This is an optimization exercise on Yosys and OpenROAD, whose aim is small area, not a production implementation.
Function was checked by simulation only, so behaviour that the tests miss may differ from the original.

==> inputs of trial 10 <==
// data_mem_responder
module data_mem_responder (
    input  logic        clk,
    input  logic        rst,
    input  logic        MEM_R_EN,
    input  logic        MEM_W_EN,
    input  logic [31:0] address,
    input  logic [31:0] writeData,
    output logic [31:0] readData,
    output logic        ready,
    output logic        err
);
==> module data_mem_responder, before the edit <==
module data_mem_responder (
    input  logic        clk,
    input  logic        rst,
    input  logic        MEM_R_EN,
    input  logic        MEM_W_EN,
    input  logic [31:0] address,
    input  logic [31:0] writeData,
    output logic [31:0] readData,
    output logic        ready,
    output logic        err
);
    localparam int NR = 13;
    logic       req, legal, is_load, is_store;
    logic [5:0] w;
    logic       hi, r12;
    logic [3:0] ring_sel;
    logic [2:0] slot;
    assign req      = MEM_R_EN | MEM_W_EN;
    assign legal    = (address[31:8] == 24'h4) && (address[1:0] == 2'b00) && !(MEM_R_EN && MEM_W_EN);
    assign is_load  = MEM_R_EN & ~MEM_W_EN;
    assign is_store = MEM_W_EN & ~MEM_R_EN;
    assign w        = address[7:2];
    assign hi       = w[5] & w[4];
    assign r12      = hi & w[3] & w[2];
    assign ring_sel = hi ? w[3:0] : w[5:2];
    assign slot     = (hi & ~r12) ? 3'd4 : {1'b0, w[1:0]};
    logic [2:0] ph5;
    logic [1:0] ph4;
    logic [2:0] sw;        
    logic       match;
    logic       sw_done;
    always_ff @(posedge clk) begin
        if (rst) begin
            ph5 <= 3'd0;
            ph4 <= 2'd0;
            sw  <= 3'd4;
        end else begin
            ph5 <= (ph5 == 3'd4) ? 3'd0 : ph5 + 3'd1;
            ph4 <= ph4 + 2'd1;
            if (sw != 3'd0) sw <= sw - 3'd1;
        end
    end
    assign match   = r12 ? (ph4 == slot[1:0]) : (ph5 == slot);
    assign sw_done = (sw == 3'd0);
    logic [32:0] tap [NR];
    logic        wr;
    assign wr = is_store & legal & match & ~rst;
    for (genvar g = 0; g < NR; g++) begin : g_ring
        localparam int L = (g == NR - 1) ? 4 : 5;
        logic [33*L-1:0] q;
        logic            hit, ins;
        logic            v_in;
        if (g == NR - 1) begin : g_hit12
            assign hit = r12;
        end else begin : g_hit
            assign hit = (ring_sel == 4'(g));
        end
        assign ins  = wr & hit;
        assign tap[g] = q[33*L-1 -: 33];
        assign v_in = ins | (tap[g][32] & sw_done & ~rst);
        always_ff @(posedge clk) begin
            q[32:0] <= {v_in, ins ? writeData : tap[g][31:0]};
            for (int k = 1; k < L; k++) begin
                q[33*k +: 33] <= q[33*(k-1) +: 33];
            end
        end
    end
    logic [32:0] tap_sel;
    always_comb begin
        case (ring_sel)
            4'd0:    tap_sel = tap[0];
            4'd1:    tap_sel = tap[1];
            4'd2:    tap_sel = tap[2];
            4'd3:    tap_sel = tap[3];
            4'd4:    tap_sel = tap[4];
            4'd5:    tap_sel = tap[5];
            4'd6:    tap_sel = tap[6];
            4'd7:    tap_sel = tap[7];
            4'd8:    tap_sel = tap[8];
            4'd9:    tap_sel = tap[9];
            4'd10:   tap_sel = tap[10];
            4'd11:   tap_sel = tap[11];
            default: tap_sel = tap[12];
        endcase
    end
    logic [31:0] cap_d, x_d;
    logic        cap_v, x_v;
    logic [31:0] read_hold;
    logic [2:0]  cnt;
    logic        done, take, ok;
    assign x_d = match ? tap_sel[31:0] : cap_d;
    assign x_v = match ? (tap_sel[32] & sw_done) : cap_v;
    always_ff @(posedge clk) begin
        cap_d <= x_d;
        cap_v <= x_v;
    end
    always_ff @(posedge clk) begin
        if (rst) begin
            cnt <= 3'd0;
        end else if (cnt == 3'd4) begin
            cnt <= 3'd0;
        end else if (cnt != 3'd0 || req) begin
            cnt <= cnt + 3'd1;
        end
    end
    assign done = (cnt == 3'd4);
    assign take = (done & is_load) | rst;
    assign ok   = legal & x_v & ~rst;
    assign readData = take ? (x_d & {32{ok}}) : read_hold;
    always_ff @(posedge clk) begin
        read_hold <= readData;
    end
    assign ready = done | ((cnt == 3'd0) & ~req);
    assign err   = done & ~legal;
endmodule
clock: 8.0 ns
lec_check: 0
cap_margin: 20
core_margin: 2
core_utilization: 40
slew_margin: 20
run.sh (not shown) runs the stock make flow with config.mk's settings and CLKGATE_MAP_FILE= SYNTH_SCRIPT=/design/flow/synth_recipe.tcl, a recipe that flattens the netlist after the stock synthesis.
==> inputs of build 19, as changes to trial 10 <==
==> flow/design.v (replaced) <==
module data_mem_responder (
    input  logic        clk,
    input  logic        rst,
    input  logic        MEM_R_EN,
    input  logic        MEM_W_EN,
    input  logic [31:0] address,
    input  logic [31:0] writeData,
    output logic [31:0] readData,
    output logic        ready,
    output logic        err
);
    localparam int NR = 13;
    logic       req, legal, is_load, is_store;
    logic [5:0] w;
    logic       hi, r12;
    logic [3:0] ring_sel;
    logic [2:0] slot;
    assign req      = MEM_R_EN | MEM_W_EN;
    assign legal    = (address[31:8] == 24'h4) && (address[1:0] == 2'b00) && !(MEM_R_EN && MEM_W_EN);
    assign is_load  = MEM_R_EN & ~MEM_W_EN;
    assign is_store = MEM_W_EN & ~MEM_R_EN;
    assign w        = address[7:2];
    assign hi       = w[5] & w[4];
    assign r12      = hi & w[3] & w[2];
    assign ring_sel = hi ? w[3:0] : w[5:2];
    assign slot     = (hi & ~r12) ? 3'd4 : {1'b0, w[1:0]};
    logic [2:0] ph5;
    logic [1:0] ph4;
    logic       sweep;     
    logic       match;
    logic       sw_done;
    always_ff @(posedge clk) begin
        if (rst) begin
            ph5 <= 3'd0;
            ph4 <= 2'd0;
            sweep <= 1'b1;
        end else begin
            ph5 <= (ph5 == 3'd4) ? 3'd0 : ph5 + 3'd1;
            ph4 <= ph4 + 2'd1;
            if (ph5 == 3'd4) sweep <= 1'b0;
        end
    end
    assign match   = r12 ? (ph4 == slot[1:0]) : (ph5 == slot);
    assign sw_done = ~sweep;
    logic [31:0] tap [NR];
    logic        wr, clr;
    assign wr  = is_store & legal & match & ~rst;
    assign clr = rst | ~sw_done;
    for (genvar g = 0; g < NR; g++) begin : g_ring
        localparam int L = (g == NR - 1) ? 4 : 5;
        logic [32*L-1:0] q;
        logic            hit, ins, keep;
        if (g == NR - 1) begin : g_hit12
            assign hit = r12;
        end else begin : g_hit
            assign hit = (ring_sel == 4'(g));
        end
        assign ins    = wr & hit;
        assign keep   = ~ins & ~clr;
        assign tap[g] = q[32*L-1 -: 32];
        logic [31:0] q_in;
        dm_ins u_ins (.s1(ins), .a(writeData), .s2(keep), .b(tap[g]), .y(q_in));
        always_ff @(posedge clk) begin
            q[31:0] <= q_in;
            for (int k = 1; k < L; k++) begin
                q[32*k +: 32] <= q[32*(k-1) +: 32];
            end
        end
    end
    logic [NR-1:0] rsel;
    logic [31:0]   cap_d, x_d;
    logic          cap_v, x_v;
    logic [31:0]   read_hold;
    logic [2:0]    cnt;
    logic          done, take, ok;
    for (genvar g = 0; g < NR; g++) begin : g_rsel
        assign rsel[g] = g_ring[g].hit & match;
    end
    dm_rd u_rd (
        .sel (rsel),
        .d0 (tap[0]),  .d1 (tap[1]),  .d2 (tap[2]),  .d3 (tap[3]),
        .d4 (tap[4]),  .d5 (tap[5]),  .d6 (tap[6]),  .d7 (tap[7]),
        .d8 (tap[8]),  .d9 (tap[9]),  .d10(tap[10]), .d11(tap[11]),
        .d12(tap[12]),
        .selc(~match), .c(cap_d),
        .y  (x_d)
    );
    assign x_v = match ? sw_done : cap_v;
    always_ff @(posedge clk) begin
        cap_d <= x_d;
        cap_v <= x_v;
    end
    always_ff @(posedge clk) begin
        if (rst) begin
            cnt <= 3'd0;
        end else if (cnt == 3'd4) begin
            cnt <= 3'd0;
        end else if (cnt != 3'd0 || req) begin
            cnt <= cnt + 3'd1;
        end
    end
    assign done = (cnt == 3'd4);
    assign take = (done & is_load) | rst;
    assign ok   = legal & x_v & ~rst;
    dm_ins u_out (.s1(take & ok), .a(x_d), .s2(~take), .b(read_hold), .y(readData));
    always_ff @(posedge clk) begin
        read_hold <= readData;
    end
    assign ready = done | ((cnt == 3'd0) & ~req);
    assign err   = done & ~legal;
endmodule
module dm_ins (
    input  logic        s1,
    input  logic [31:0] a,
    input  logic        s2,
    input  logic [31:0] b,
    output logic [31:0] y
);
    assign y = ({32{s1}} & a) | ({32{s2}} & b);
endmodule
module dm_rd (
    input  logic [12:0] sel,
    input  logic [31:0] d0, d1, d2, d3, d4, d5, d6, d7, d8, d9, d10, d11, d12,
    input  logic        selc,
    input  logic [31:0] c,
    output logic [31:0] y
);
    logic [31:0] n0, n1, n2, n3, m;
    dm_aoi222 u_a0 (.s0(sel[0]), .a0(d0), .s1(sel[1]),  .a1(d1),  .s2(sel[2]),  .a2(d2),  .y(n0));
    dm_aoi222 u_a1 (.s0(sel[3]), .a0(d3), .s1(sel[4]),  .a1(d4),  .s2(sel[5]),  .a2(d5),  .y(n1));
    dm_aoi222 u_a2 (.s0(sel[6]), .a0(d6), .s1(sel[7]),  .a1(d7),  .s2(sel[8]),  .a2(d8),  .y(n2));
    dm_aoi222 u_a3 (.s0(sel[9]), .a0(d9), .s1(sel[10]), .a1(d10), .s2(sel[11]), .a2(d11), .y(n3));
    dm_nand4  u_n  (.a(n0), .b(n1), .c(n2), .d(n3), .y(m));
    dm_ao221  u_o  (.s0(sel[12]), .a0(d12), .s1(selc), .a1(c), .b(m), .y(y));
endmodule
module dm_aoi222 (
    input  logic        s0, s1, s2,
    input  logic [31:0] a0, a1, a2,
    output logic [31:0] y
);
    assign y = ~(({32{s0}} & a0) | ({32{s1}} & a1) | ({32{s2}} & a2));
endmodule
module dm_nand4 (
    input  logic [31:0] a, b, c, d,
    output logic [31:0] y
);
    assign y = ~(a & b & c & d);
endmodule
module dm_ao221 (
    input  logic        s0, s1,
    input  logic [31:0] a0, a1, b,
    output logic [31:0] y
);
    assign y = ({32{s0}} & a0) | ({32{s1}} & a1) | b;
endmodule
==> flow/flow/run.sh (new file) <==
#!/bin/bash
# Standard ORFS flow; CTS without dummy loads, port buffers of the smallest buffer.
set -euo pipefail
export CTS_ARGS="-sink_clustering_enable -repair_clock_nets -dont_use_dummy_load -sink_clustering_size 30 -sink_clustering_max_diameter 80"
export BUFFER_PORTS_ARGS="-buffer_cell sky130_fd_sc_hd__buf_1"
bash standard.sh > standard_flow.log 2>&1
==> flow/standard.sh (new file) <==
#!/bin/bash
# synth_recipe.tcl (not shown) runs the flow's synth.tcl, then flattens the netlist and writes it again
# the make line also repeats each setting of config.mk as NAME=value (left out here)
make -C /OpenROAD-flow-scripts/flow DESIGN_CONFIG=/design/flow/config.mk WORK_HOME=/design/flow/orfs CLKGATE_MAP_FILE= SYNTH_SCRIPT=/design/flow/synth_recipe.tcl "${@:-finish}"
- CAP_MARGIN: 20 -> 0
- SLEW_MARGIN: 20 -> 0
- SYNTH_HIERARCHICAL: unset -> 1
removed: flow/run.sh
==> run summary <==
Of build 19 and trial 10, build 19 has the higher clock skew (gap 50 ps). Via count: build 19 is smaller than trial 10 (5.8%). In build 19 the routed wire length is smaller than in trial 10, by about 3.4%. Between build 19 and trial 10, the lower area after synthesis is in build 19 (gap about 5.4%, measured against trial 10).

what the ideal ports hide:
No port has a modelled driver above. Below, the same layouts with a new extraction and two added sets of constraints. Step 1: set_driving_cell puts a clkbuf_16 on clk and a buf_2 on each other input, an assumption about the parent block. Step 2 times the ports against the registers' clock, not the clock port: input delays grow and output delays shrink by t, the midpoint of the rising clock arrivals with the driver on. Slacks: ideal ports / drivers / drivers and shift; pairs: ideal ports / drivers.
run	t, ns	slack for setup (ns)	worst setup path at the end
trial 10	0.860	0.490 / 0.389 / 0.389	input to output
build 19	0.710	0.696 / 0.669 / 0.669	input to output
After both steps setup and hold are still met in every run listed. For trial 10, which loses most, drivers alone change the setup slack by -0.101 ns; drivers and shift together by -0.101 ns.
